Context: an optimization exercise on an open-source flow, tuned for small area, a short achievable clock period and few clock cycles per item. The choices shown serve that exercise and are no tape-out recipe.
The RTL was checked by simulation tests, not by an equivalence proof against the original design.

==> inputs of v33 <==
// tri_setup_top
module tri_setup_top (
	input  logic          clk100,
	input  logic          rst_n,
	input  logic          next_frame,
	input  logic [71:0]   vtx_data,
	input  logic          vtx_empty,
	input  logic          tri_wait,
	output logic          vtx_pop,
	output logic [125:0]  tri_data,
	output logic          tri_push
);
==> flow/config.mk <==
export PLATFORM = sky130hd
export DESIGN_NAME = tri_setup_top
export DESIGN_NICKNAME = tri_setup_top
export VERILOG_FILES = /design/flow/design.v
export SDC_FILE = /design/flow/constraint.sdc
export NUM_CORES = 4
export LEC_CHECK = 0
export ABC_AREA = 1
export CAP_MARGIN = 20
export CORE_MARGIN = 2
export CORE_UTILIZATION = 55
export SETUP_SLACK_MARGIN = 1.6
export SLEW_MARGIN = 20
==> flow/constraint.sdc <==
create_clock -name core_clock -period 4.5 [get_ports {clk100}]
set_input_delay 0.9000 -clock core_clock [delete_from_list [all_inputs] [get_ports {clk100}]]
set_output_delay 0.9000 -clock core_clock [all_outputs]
set_load 0.01 [all_outputs]
run.sh (not shown) runs the stock make flow with config.mk's settings and CLKGATE_MAP_FILE= SYNTH_SCRIPT=/design/flow/synth_recipe.tcl, a recipe that flattens the netlist after the stock synthesis.
==> v35 (differences from v33) <==
--- a/flow/design.v
+++ b/flow/design.v
@@ -17,18 +17,18 @@
 	output logic          vtx_pop,
 	output logic [125:0]  tri_data,
 	output logic          tri_push
 );
 	localparam int CW  = tri_setup_pkg::COORD_W;     
 	localparam int NQ  = tri_setup_pkg::QUOT_BITS;   
 	localparam int NR4 = NQ / 2;                     
 	localparam int DS  = 1;                          
-	localparam int LS  = DS + NR4 - 1;               
-	assign vtx_pop = !vtx_empty && !tri_wait && !next_frame;    
+	localparam int LS  = DS + NR4;                   
+	assign vtx_pop = !vtx_empty && !tri_wait && !next_frame && rst_n;
 	logic v [0:LS];
 	always_ff @(posedge clk100 or negedge rst_n)
 	begin
 		if (!rst_n)
 			for (int s = 0; s <= LS; s++)
 				v[s] <= 1'b0;
 		else if (next_frame)
 			for (int s = 0; s <= LS; s++)
@@ -131,85 +131,54 @@
 			ndy[0][e] <= ~e_dy[e];
 			neg[0][e] <= e_neg[e];
 			rem[0][e] <= '0;
 			nq[0][e]  <= {e_adx[e], {(NQ-CW){1'b0}}};
 		end
 	end
 	for (genvar s = DS; s < LS; s++)
 	begin : g_stage
-		localparam int K = 2 * (s - DS + 2);              
+		localparam int K = 2 * (s - DS + 1);              
 		for (genvar e = 0; e < 3; e++)
 		begin : g_div
 			logic [1:0]    q;
-			logic          q_nz;
 			logic [CW-1:0] r_new;
 			logic [NQ-1:0] n_new;
 			logic [CW-1:0] d;
 			logic [CW+1:0] nd3;
 			logic [CW+1:0] nd3_reg;
 			assign d = ~ndy[s-1][e];
 			if (s == DS)
-			begin : g_two
-				logic [1:0]    qa;
-				logic          qa_nz;
-				logic [CW-1:0] ra, ra_m;
-				logic [CW+1:0] nd3a, nd3b;
+			begin : g_d3
 				assign nd3_reg = ~({2'b00, d} + {1'b0, d, 1'b0});
-				assign nd3a = (d[CW-1:1] == '0) ? {{CW{1'b1}}, ~d[0], ~d[0]} : '0;
-				assign nd3b = (d[CW-1:3] == '0) ? ~{9'd0, {2'b00, d[2:0]} + {1'b0, d[2:0], 1'b0}} : '0;
-				r4_step u_sa (
-					.rem   (rem[s-1][e]),
-					.bin   (nq[s-1][e][NQ-1 -: 2]),
-					.nd    (ndy[s-1][e]),
-					.nd3   (nd3a),
-					.q     (qa),
-					.q_nz  (qa_nz),
-					.r_new (ra)
-				);
-				assign ra_m = {{(CW-2){1'b0}}, ra[1:0]};
-				r4_step u_sb (
-					.rem   (ra_m),
-					.bin   (nq[s-1][e][NQ-3 -: 2]),
-					.nd    (ndy[s-1][e]),
-					.nd3   (nd3b),
-					.q     (q),
-					.q_nz  (q_nz),
-					.r_new (r_new)
-				);
-				assign n_new[3:0] = {qa, q};
-				for (genvar b = 4; b < NQ; b++)
-				begin : g_nb
-					assign n_new[b] = (b >= K && b < K + NQ - CW) ? 1'b0 : nq[s-1][e][b-4];
-				end
+				assign nd3 = (d[CW-1:1] == '0) ? {{CW{1'b1}}, ~d[0], ~d[0]} : '0;
 			end
 			else
-			begin : g_one
+			begin : g_d3r
 				assign nd3     = ndy3[s-1][e];
 				assign nd3_reg = nd3;
-				r4_step u_step (
-					.rem   (rem[s-1][e]),
-					.bin   (nq[s-1][e][NQ-1 -: 2]),
-					.nd    (ndy[s-1][e]),
-					.nd3   (nd3),
-					.q     (q),
-					.q_nz  (q_nz),
-					.r_new (r_new)
-				);
-				assign n_new[1:0] = q;
-				for (genvar b = 2; b < NQ; b++)
-				begin : g_nb
-					assign n_new[b] = (b >= K && b < K + NQ - CW) ? 1'b0 : nq[s-1][e][b-2];
-				end
 			end
+			r4_step u_step (
+				.rem   (rem[s-1][e]),
+				.bin   (nq[s-1][e][NQ-1 -: 2]),
+				.nd    (ndy[s-1][e]),
+				.nd3   (nd3),
+				.q     (q),
+				.r_new (r_new)
+			);
 			logic [CW-1:0] r_m;
 			for (genvar b = 0; b < CW; b++)
 			begin : g_rb
 				assign r_m[b] = (b < K) ? r_new[b] : 1'b0;
 			end
+			assign n_new[1:0] = q;
+			for (genvar b = 2; b < NQ; b++)
+			begin : g_nb
+				assign n_new[b] = (b >= K && b < K + NQ - CW) ? 1'b0 : nq[s-1][e][b-2];
+			end
 			if (s == LS - 1)
 			begin : g_pl
 				logic [NQ-3:0] pl;
 				for (genvar b = 0; b < NQ - 2; b++)
 				begin : g_o
 					if (b % 5 == 0)
 					begin : g_g0
 						assign pl[b] = 1'b0;
@@ -353,28 +322,26 @@
 	end
 endmodule
 module r4_step (
 	input  logic [11:0] rem,
 	input  logic [1:0]  bin,
 	input  logic [11:0] nd,
 	input  logic [13:0] nd3,
 	output logic [1:0]  q,
-	output logic        q_nz,      
 	output logic [11:0] r_new
 );
 	logic [13:0] t;
 	logic        c1, c2, c3;
 	logic [13:0] f1, f2, f3;
 	assign t = {rem, bin};
 	sub_ge_n #(.W(14)) u1 (.a(t), .nb({2'b11, nd}),      .ge(c1), .diff(f1));
 	sub_ge_n #(.W(14)) u2 (.a(t), .nb({1'b1, nd, 1'b1}), .ge(c2), .diff(f2));
 	sub_ge_n #(.W(14)) u3 (.a(t), .nb(nd3),              .ge(c3), .diff(f3));
-	assign q    = {c2, c3 | (c1 & !c2)};
-	assign q_nz = c1;
+	assign q = {c2, c3 | (c1 & !c2)};
 	always_comb
 	begin
 		if (c3)
 			r_new = f3[11:0];
 		else if (c2)
 			r_new = f2[11:0];
 		else if (c1)
 			r_new = f1[11:0];
==> flow/config.mk (replaced) <==
export PLATFORM = sky130hd
export DESIGN_NAME = tri_setup_top
export DESIGN_NICKNAME = tri_setup_top
export VERILOG_FILES = /design/flow/design.v
export SDC_FILE = /design/flow/constraint.sdc
export NUM_CORES = 4
export LEC_CHECK = 0
export CAP_MARGIN = 20
export CORE_MARGIN = 2
export CORE_UTILIZATION = 55
export CTS_BUF_LIST = sky130_fd_sc_hd__clkbuf_4 sky130_fd_sc_hd__clkbuf_8
export SETUP_SLACK_MARGIN = 1.4
export SLEW_MARGIN = 20
==> v39 (differences from v33) <==
--- a/flow/design.v
+++ b/flow/design.v
@@ -17,31 +17,31 @@
 	output logic          vtx_pop,
 	output logic [125:0]  tri_data,
 	output logic          tri_push
 );
 	localparam int CW  = tri_setup_pkg::COORD_W;     
 	localparam int NQ  = tri_setup_pkg::QUOT_BITS;   
 	localparam int NR4 = NQ / 2;                     
 	localparam int DS  = 1;                          
-	localparam int LS  = DS + NR4 - 1;               
+	localparam int LS  = DS + NR4;                   
 	assign vtx_pop = !vtx_empty && !tri_wait && !next_frame;    
-	logic v [0:LS];
+	logic v [0:LS-1];
 	always_ff @(posedge clk100 or negedge rst_n)
 	begin
 		if (!rst_n)
-			for (int s = 0; s <= LS; s++)
+			for (int s = 0; s < LS; s++)
 				v[s] <= 1'b0;
 		else if (next_frame)
-			for (int s = 0; s <= LS; s++)
+			for (int s = 0; s < LS; s++)
 				v[s] <= 1'b0;
 		else
 		begin
 			v[0] <= vtx_pop;
-			for (int s = 1; s <= LS; s++)
+			for (int s = 1; s < LS; s++)
 				v[s] <= v[s-1];
 		end
 	end
 	logic [CW-1:0] vx [0:2];
 	logic [CW-1:0] vy [0:2];
 	always_comb
 		for (int i = 0; i < 3; i++)
 		begin
@@ -116,116 +116,100 @@
 	logic [CW-1:0] xrgt [0:LS-1];
 	logic [CW-1:0] ytop [0:LS-1];
 	logic [CW-1:0] ndy  [0:LS-1][0:2];    
 	logic [CW+1:0] ndy3 [DS:LS-1][0:2];   
 	logic          neg  [0:LS-1][0:2];
 	logic [CW-1:0] rem  [0:LS-1][0:2];    
 	logic [NQ-1:0] nq   [0:LS-1][0:2];    
 	logic [NQ-3:0] plow [0:2];           
+	logic [3:0]    gblw [0:2];           
+	logic          nz   [0:2];           
+	logic          q10  [0:2];           
 	always_ff @(posedge clk100)
 	begin
 		xtop[0] <= h_xtop;
 		xrgt[0] <= h_xright;
 		ytop[0] <= h_ytop;
 		for (int e = 0; e < 3; e++)
 		begin
 			ndy[0][e] <= ~e_dy[e];
 			neg[0][e] <= e_neg[e];
 			rem[0][e] <= '0;
 			nq[0][e]  <= {e_adx[e], {(NQ-CW){1'b0}}};
 		end
 	end
 	for (genvar s = DS; s < LS; s++)
 	begin : g_stage
-		localparam int K = 2 * (s - DS + 2);              
+		localparam int K = 2 * (s - DS + 1);              
 		for (genvar e = 0; e < 3; e++)
 		begin : g_div
 			logic [1:0]    q;
 			logic          q_nz;
 			logic [CW-1:0] r_new;
 			logic [NQ-1:0] n_new;
 			logic [CW-1:0] d;
 			logic [CW+1:0] nd3;
 			logic [CW+1:0] nd3_reg;
 			assign d = ~ndy[s-1][e];
 			if (s == DS)
-			begin : g_two
-				logic [1:0]    qa;
-				logic          qa_nz;
-				logic [CW-1:0] ra, ra_m;
-				logic [CW+1:0] nd3a, nd3b;
+			begin : g_d3
 				assign nd3_reg = ~({2'b00, d} + {1'b0, d, 1'b0});
-				assign nd3a = (d[CW-1:1] == '0) ? {{CW{1'b1}}, ~d[0], ~d[0]} : '0;
-				assign nd3b = (d[CW-1:3] == '0) ? ~{9'd0, {2'b00, d[2:0]} + {1'b0, d[2:0], 1'b0}} : '0;
-				r4_step u_sa (
-					.rem   (rem[s-1][e]),
-					.bin   (nq[s-1][e][NQ-1 -: 2]),
-					.nd    (ndy[s-1][e]),
-					.nd3   (nd3a),
-					.q     (qa),
-					.q_nz  (qa_nz),
-					.r_new (ra)
-				);
-				assign ra_m = {{(CW-2){1'b0}}, ra[1:0]};
-				r4_step u_sb (
-					.rem   (ra_m),
-					.bin   (nq[s-1][e][NQ-3 -: 2]),
-					.nd    (ndy[s-1][e]),
-					.nd3   (nd3b),
-					.q     (q),
-					.q_nz  (q_nz),
-					.r_new (r_new)
-				);
-				assign n_new[3:0] = {qa, q};
-				for (genvar b = 4; b < NQ; b++)
-				begin : g_nb
-					assign n_new[b] = (b >= K && b < K + NQ - CW) ? 1'b0 : nq[s-1][e][b-4];
-				end
+				assign nd3 = (d[CW-1:1] == '0) ? {{CW{1'b1}}, ~d[0], ~d[0]} : '0;
 			end
 			else
-			begin : g_one
+			begin : g_d3r
 				assign nd3     = ndy3[s-1][e];
 				assign nd3_reg = nd3;
-				r4_step u_step (
-					.rem   (rem[s-1][e]),
-					.bin   (nq[s-1][e][NQ-1 -: 2]),
-					.nd    (ndy[s-1][e]),
-					.nd3   (nd3),
-					.q     (q),
-					.q_nz  (q_nz),
-					.r_new (r_new)
-				);
-				assign n_new[1:0] = q;
-				for (genvar b = 2; b < NQ; b++)
-				begin : g_nb
-					assign n_new[b] = (b >= K && b < K + NQ - CW) ? 1'b0 : nq[s-1][e][b-2];
-				end
 			end
+			r4_step u_step (
+				.rem   (rem[s-1][e]),
+				.bin   (nq[s-1][e][NQ-1 -: 2]),
+				.nd    (ndy[s-1][e]),
+				.nd3   (nd3),
+				.q     (q),
+				.q_nz  (q_nz),
+				.r_new (r_new)
+			);
 			logic [CW-1:0] r_m;
 			for (genvar b = 0; b < CW; b++)
 			begin : g_rb
 				assign r_m[b] = (b < K) ? r_new[b] : 1'b0;
 			end
+			assign n_new[1:0] = q;
+			for (genvar b = 2; b < NQ; b++)
+			begin : g_nb
+				assign n_new[b] = (b >= K && b < K + NQ - CW) ? 1'b0 : nq[s-1][e][b-2];
+			end
 			if (s == LS - 1)
 			begin : g_pl
-				logic [NQ-3:0] pl;
+				logic [NQ-3:0] loc;
+				logic [3:0]    grp;
+				for (genvar k = 0; k < 4; k++)
+				begin : g_g
+					assign grp[k] = |nq[s-1][e][5*k +: 5];
+				end
 				for (genvar b = 0; b < NQ - 2; b++)
 				begin : g_o
 					if (b % 5 == 0)
 					begin : g_g0
-						assign pl[b] = 1'b0;
+						assign loc[b] = 1'b0;
 					end
 					else
 					begin : g_gn
-						assign pl[b] = pl[b-1] | nq[s-1][e][b-1];
+						assign loc[b] = loc[b-1] | nq[s-1][e][b-1];
 					end
 				end
 				always_ff @(posedge clk100)
-					plow[e] <= pl;
+				begin
+					plow[e] <= loc;
+					gblw[e] <= {grp[3], grp[0] | grp[1] | grp[2], grp[0] | grp[1], grp[0]};
+					nz[e]   <= ndy[s-1][e] != '1;
+					q10[e]  <= q_nz;
+				end
 			end
 			always_ff @(posedge clk100)
 			begin
 				ndy[s][e] <= ndy[s-1][e];
 				ndy3[s][e] <= nd3_reg;
 				neg[s][e] <= neg[s-1][e];
 				rem[s][e] <= r_m;
 				nq[s][e]  <= n_new;
@@ -235,53 +219,48 @@
 		begin
 			xtop[s] <= xtop[s-1];
 			xrgt[s] <= xrgt[s-1];
 			ytop[s] <= ytop[s-1];
 		end
 	end
 	logic [23:0]   slope [0:2];
 	logic [CW-1:0] y_mid, y_bot;
-	logic [125:0]  res;
+	logic [CW-3:0] row_mid, row_end;
 	for (genvar e = 0; e < 3; e++)
 	begin : g_fin
 		logic [NQ-1:0] qv;
 		logic [NQ-1:0] low;      
+		logic [3:0]    gb;       
 		logic          s_neg;
 		assign qv = nq[LS-1][e];
-		logic       q10;
-		logic [3:0] g;           
-		logic [4:0] gb;          
-		assign q10 = qv[1] | qv[0];
-		for (genvar j = 0; j < 4; j++)
-		begin : g_grp
-			assign g[j] = |qv[2+5*j +: 5];
+		assign gb[0] = q10[e];
+		for (genvar j = 1; j < 4; j++)
+		begin : g_gb
+			assign gb[j] = gblw[e][j-1] | q10[e];
 		end
-		assign gb[0] = q10;
-		assign gb[1] = q10 | g[0];
-		assign gb[2] = q10 | g[0] | g[1];
-		assign gb[3] = q10 | g[0] | g[1] | g[2];
-		assign gb[4] = q10 | g[0] | g[1] | g[2] | g[3];
 		assign low[0] = 1'b0;
 		assign low[1] = qv[0];
 		for (genvar b = 2; b < NQ; b++)
 		begin : g_low
 			assign low[b] = plow[e][b-2] | gb[(b-2)/5];
 		end
-		assign s_neg = neg[LS-1][e] && gb[4];
-		assign slope[e] = (ndy[LS-1][e] == '1) ? 24'd0
-			: {s_neg, s_neg, qv ^ ({NQ{neg[LS-1][e]}} & low)};
+		assign s_neg = neg[LS-1][e] && (gb[3] || gblw[e][3]);
+		assign slope[e] = nz[e] ? {s_neg, s_neg, qv ^ ({NQ{neg[LS-1][e]}} & low)} : 24'd0;
 	end
-	assign y_mid = ytop[LS-1] + ~ndy[LS-1][1];
-	assign y_bot = ytop[LS-1] + ~ndy[LS-1][0];
+	assign y_mid = ytop[LS-2] + ~ndy[LS-2][1];
+	assign y_bot = ytop[LS-2] + ~ndy[LS-2][0];
 	always_ff @(posedge clk100)
-		res <= {xtop[LS-1], xrgt[LS-1], ytop[LS-1][CW-1:2], y_mid[CW-1:2], y_bot[CW-1:2],
-			slope[0], slope[1], slope[2]};
-	assign tri_data = res;
-	assign tri_push = v[LS];
+	begin
+		row_mid <= y_mid[CW-1:2];
+		row_end <= y_bot[CW-1:2];
+	end
+	assign tri_data = {xtop[LS-1], xrgt[LS-1], ytop[LS-1][CW-1:2], row_mid, row_end,
+		slope[0], slope[1], slope[2]};
+	assign tri_push = v[LS-1];
 endmodule
 module sub_ge #(
 	parameter int W = 14
 ) (
 	input  logic [W-1:0] a,
 	input  logic [W-1:0] b,
 	output logic         ge,
 	output logic [W-1:0] diff
==> flow/config.mk (replaced) <==
export PLATFORM = sky130hd
export DESIGN_NAME = tri_setup_top
export DESIGN_NICKNAME = tri_setup_top
export VERILOG_FILES = /design/flow/design.v
export SDC_FILE = /design/flow/constraint.sdc
export NUM_CORES = 4
export LEC_CHECK = 0
export ABC_AREA = 1
export CAP_MARGIN = 20
export CORE_MARGIN = 2
export CORE_UTILIZATION = 45
export SETUP_SLACK_MARGIN = 1.6
export SLEW_MARGIN = 20
==> v2 (differences from v33) <==
--- a/flow/design.v
+++ b/flow/design.v
@@ -17,17 +17,17 @@
 	output logic          vtx_pop,
 	output logic [125:0]  tri_data,
 	output logic          tri_push
 );
 	localparam int CW  = tri_setup_pkg::COORD_W;     
 	localparam int NQ  = tri_setup_pkg::QUOT_BITS;   
 	localparam int NR4 = NQ / 2;                     
 	localparam int DS  = 1;                          
-	localparam int LS  = DS + NR4 - 1;               
+	localparam int LS  = DS + NR4;                   
 	assign vtx_pop = !vtx_empty && !tri_wait && !next_frame;    
 	logic v [0:LS];
 	always_ff @(posedge clk100 or negedge rst_n)
 	begin
 		if (!rst_n)
 			for (int s = 0; s <= LS; s++)
 				v[s] <= 1'b0;
 		else if (next_frame)
@@ -131,85 +131,54 @@
 			ndy[0][e] <= ~e_dy[e];
 			neg[0][e] <= e_neg[e];
 			rem[0][e] <= '0;
 			nq[0][e]  <= {e_adx[e], {(NQ-CW){1'b0}}};
 		end
 	end
 	for (genvar s = DS; s < LS; s++)
 	begin : g_stage
-		localparam int K = 2 * (s - DS + 2);              
+		localparam int K = 2 * (s - DS + 1);              
 		for (genvar e = 0; e < 3; e++)
 		begin : g_div
 			logic [1:0]    q;
-			logic          q_nz;
 			logic [CW-1:0] r_new;
 			logic [NQ-1:0] n_new;
 			logic [CW-1:0] d;
 			logic [CW+1:0] nd3;
 			logic [CW+1:0] nd3_reg;
 			assign d = ~ndy[s-1][e];
 			if (s == DS)
-			begin : g_two
-				logic [1:0]    qa;
-				logic          qa_nz;
-				logic [CW-1:0] ra, ra_m;
-				logic [CW+1:0] nd3a, nd3b;
+			begin : g_d3
 				assign nd3_reg = ~({2'b00, d} + {1'b0, d, 1'b0});
-				assign nd3a = (d[CW-1:1] == '0) ? {{CW{1'b1}}, ~d[0], ~d[0]} : '0;
-				assign nd3b = (d[CW-1:3] == '0) ? ~{9'd0, {2'b00, d[2:0]} + {1'b0, d[2:0], 1'b0}} : '0;
-				r4_step u_sa (
-					.rem   (rem[s-1][e]),
-					.bin   (nq[s-1][e][NQ-1 -: 2]),
-					.nd    (ndy[s-1][e]),
-					.nd3   (nd3a),
-					.q     (qa),
-					.q_nz  (qa_nz),
-					.r_new (ra)
-				);
-				assign ra_m = {{(CW-2){1'b0}}, ra[1:0]};
-				r4_step u_sb (
-					.rem   (ra_m),
-					.bin   (nq[s-1][e][NQ-3 -: 2]),
-					.nd    (ndy[s-1][e]),
-					.nd3   (nd3b),
-					.q     (q),
-					.q_nz  (q_nz),
-					.r_new (r_new)
-				);
-				assign n_new[3:0] = {qa, q};
-				for (genvar b = 4; b < NQ; b++)
-				begin : g_nb
-					assign n_new[b] = (b >= K && b < K + NQ - CW) ? 1'b0 : nq[s-1][e][b-4];
-				end
+				assign nd3 = (d[CW-1:1] == '0) ? {{CW{1'b1}}, ~d[0], ~d[0]} : '0;
 			end
 			else
-			begin : g_one
+			begin : g_d3r
 				assign nd3     = ndy3[s-1][e];
 				assign nd3_reg = nd3;
-				r4_step u_step (
-					.rem   (rem[s-1][e]),
-					.bin   (nq[s-1][e][NQ-1 -: 2]),
-					.nd    (ndy[s-1][e]),
-					.nd3   (nd3),
-					.q     (q),
-					.q_nz  (q_nz),
-					.r_new (r_new)
-				);
-				assign n_new[1:0] = q;
-				for (genvar b = 2; b < NQ; b++)
-				begin : g_nb
-					assign n_new[b] = (b >= K && b < K + NQ - CW) ? 1'b0 : nq[s-1][e][b-2];
-				end
 			end
+			r4_step u_step (
+				.rem   (rem[s-1][e]),
+				.bin   (nq[s-1][e][NQ-1 -: 2]),
+				.nd    (ndy[s-1][e]),
+				.nd3   (nd3),
+				.q     (q),
+				.r_new (r_new)
+			);
 			logic [CW-1:0] r_m;
 			for (genvar b = 0; b < CW; b++)
 			begin : g_rb
 				assign r_m[b] = (b < K) ? r_new[b] : 1'b0;
 			end
+			assign n_new[1:0] = q;
+			for (genvar b = 2; b < NQ; b++)
+			begin : g_nb
+				assign n_new[b] = (b >= K && b < K + NQ - CW) ? 1'b0 : nq[s-1][e][b-2];
+			end
 			if (s == LS - 1)
 			begin : g_pl
 				logic [NQ-3:0] pl;
 				for (genvar b = 0; b < NQ - 2; b++)
 				begin : g_o
 					if (b % 5 == 0)
 					begin : g_g0
 						assign pl[b] = 1'b0;
@@ -353,28 +322,26 @@
 	end
 endmodule
 module r4_step (
 	input  logic [11:0] rem,
 	input  logic [1:0]  bin,
 	input  logic [11:0] nd,
 	input  logic [13:0] nd3,
 	output logic [1:0]  q,
-	output logic        q_nz,      
 	output logic [11:0] r_new
 );
 	logic [13:0] t;
 	logic        c1, c2, c3;
 	logic [13:0] f1, f2, f3;
 	assign t = {rem, bin};
 	sub_ge_n #(.W(14)) u1 (.a(t), .nb({2'b11, nd}),      .ge(c1), .diff(f1));
 	sub_ge_n #(.W(14)) u2 (.a(t), .nb({1'b1, nd, 1'b1}), .ge(c2), .diff(f2));
 	sub_ge_n #(.W(14)) u3 (.a(t), .nb(nd3),              .ge(c3), .diff(f3));
-	assign q    = {c2, c3 | (c1 & !c2)};
-	assign q_nz = c1;
+	assign q = {c2, c3 | (c1 & !c2)};
 	always_comb
 	begin
 		if (c3)
 			r_new = f3[11:0];
 		else if (c2)
 			r_new = f2[11:0];
 		else if (c1)
 			r_new = f1[11:0];
==> qor summary <==
quantity	v39	v2	v33	v35
Outcome	timing/DRC/antenna clean	timing/DRC/antenna clean	timing/DRC/antenna clean	timing/DRC/antenna clean
Most Frequent Cell on Critical Path	-	-	sky130_fd_sc_hd__nand2_4	sky130_fd_sc_hd__a21o_1
Post-synthesis instance area	106600 µm²	109400 µm²	107300 µm²	104800 µm²
Ant. Diodes	16	3	3	7
Starting Density	45.29%	55.41%	55.21%	55.21%
Avg Inst Size Synth	8.400 µm²	8.494 µm²	8.194 µm²	10.52 µm²
Maximum clock frequency	309.8 MHz	348.5 MHz	305.1 MHz	288.8 MHz
Sinks on Clock Net	2130	2254	2097	2254
Share of synthesized registers carrying an async set or reset	0.5634%	0.5768%	0.5722%	0.5768%
Iter 0 DRT Violations	4663	5407	5523	3350
Post-synthesis sequential area ratio	40.05%	41.31%	39.17%	43.12%
Clock Buffer Count	281	278	281	536
Dpl cell area	112400 µm²	114600 µm²	112400 µm²	112900 µm²
Testbench counts of v33, summed over its fixed seeds: cycles 1,696, items 1,600.
Testbench counts of v35, summed over its fixed seeds: cycles 1,704, items 1,600.
Testbench counts of v39, summed over its fixed seeds: cycles 1,696, items 1,600.
Testbench counts of v2, summed over its fixed seeds: cycles 1,704, items 1,600.

[re-timing with driven ports]
The flow's constraints put no driver on any port. The routed layouts listed below were extracted and timed again, unchanged, in two steps.
Step 1 assumes that a clkbuf_16 drives the clock port and a buf_2 every other input.
Step 2 adds t to the input delays and takes it off the output delays; t is the mean of the earliest and latest rising clock arrival at the registers after step 1. Input paths then give back, and output paths get back, about the clock's delay inside the block.
a / b / c = no drivers / after step 1 / after step 2; a / b = the first two.
run	shift t [ns]	setup slack, ns	worst setup path at the end	worst register clock-pin slew, ns
v33	0.939	1.222 / 1.222 / 0.764	input to register	0.07 / 0.07
v35	1.140	1.037 / 1.037 / 0.301	input to register	0.08 / 0.08
v39	0.957	1.272 / 1.179 / 0.776	input to register	0.07 / 0.07
v2	0.924	1.631 / 1.615 / 0.770	input to register	0.07 / 0.07
After both steps setup and hold are still met in every run listed. The setup slack of v2, which loses most, moves by -0.016 ns with the drivers and by -0.861 ns with both steps.
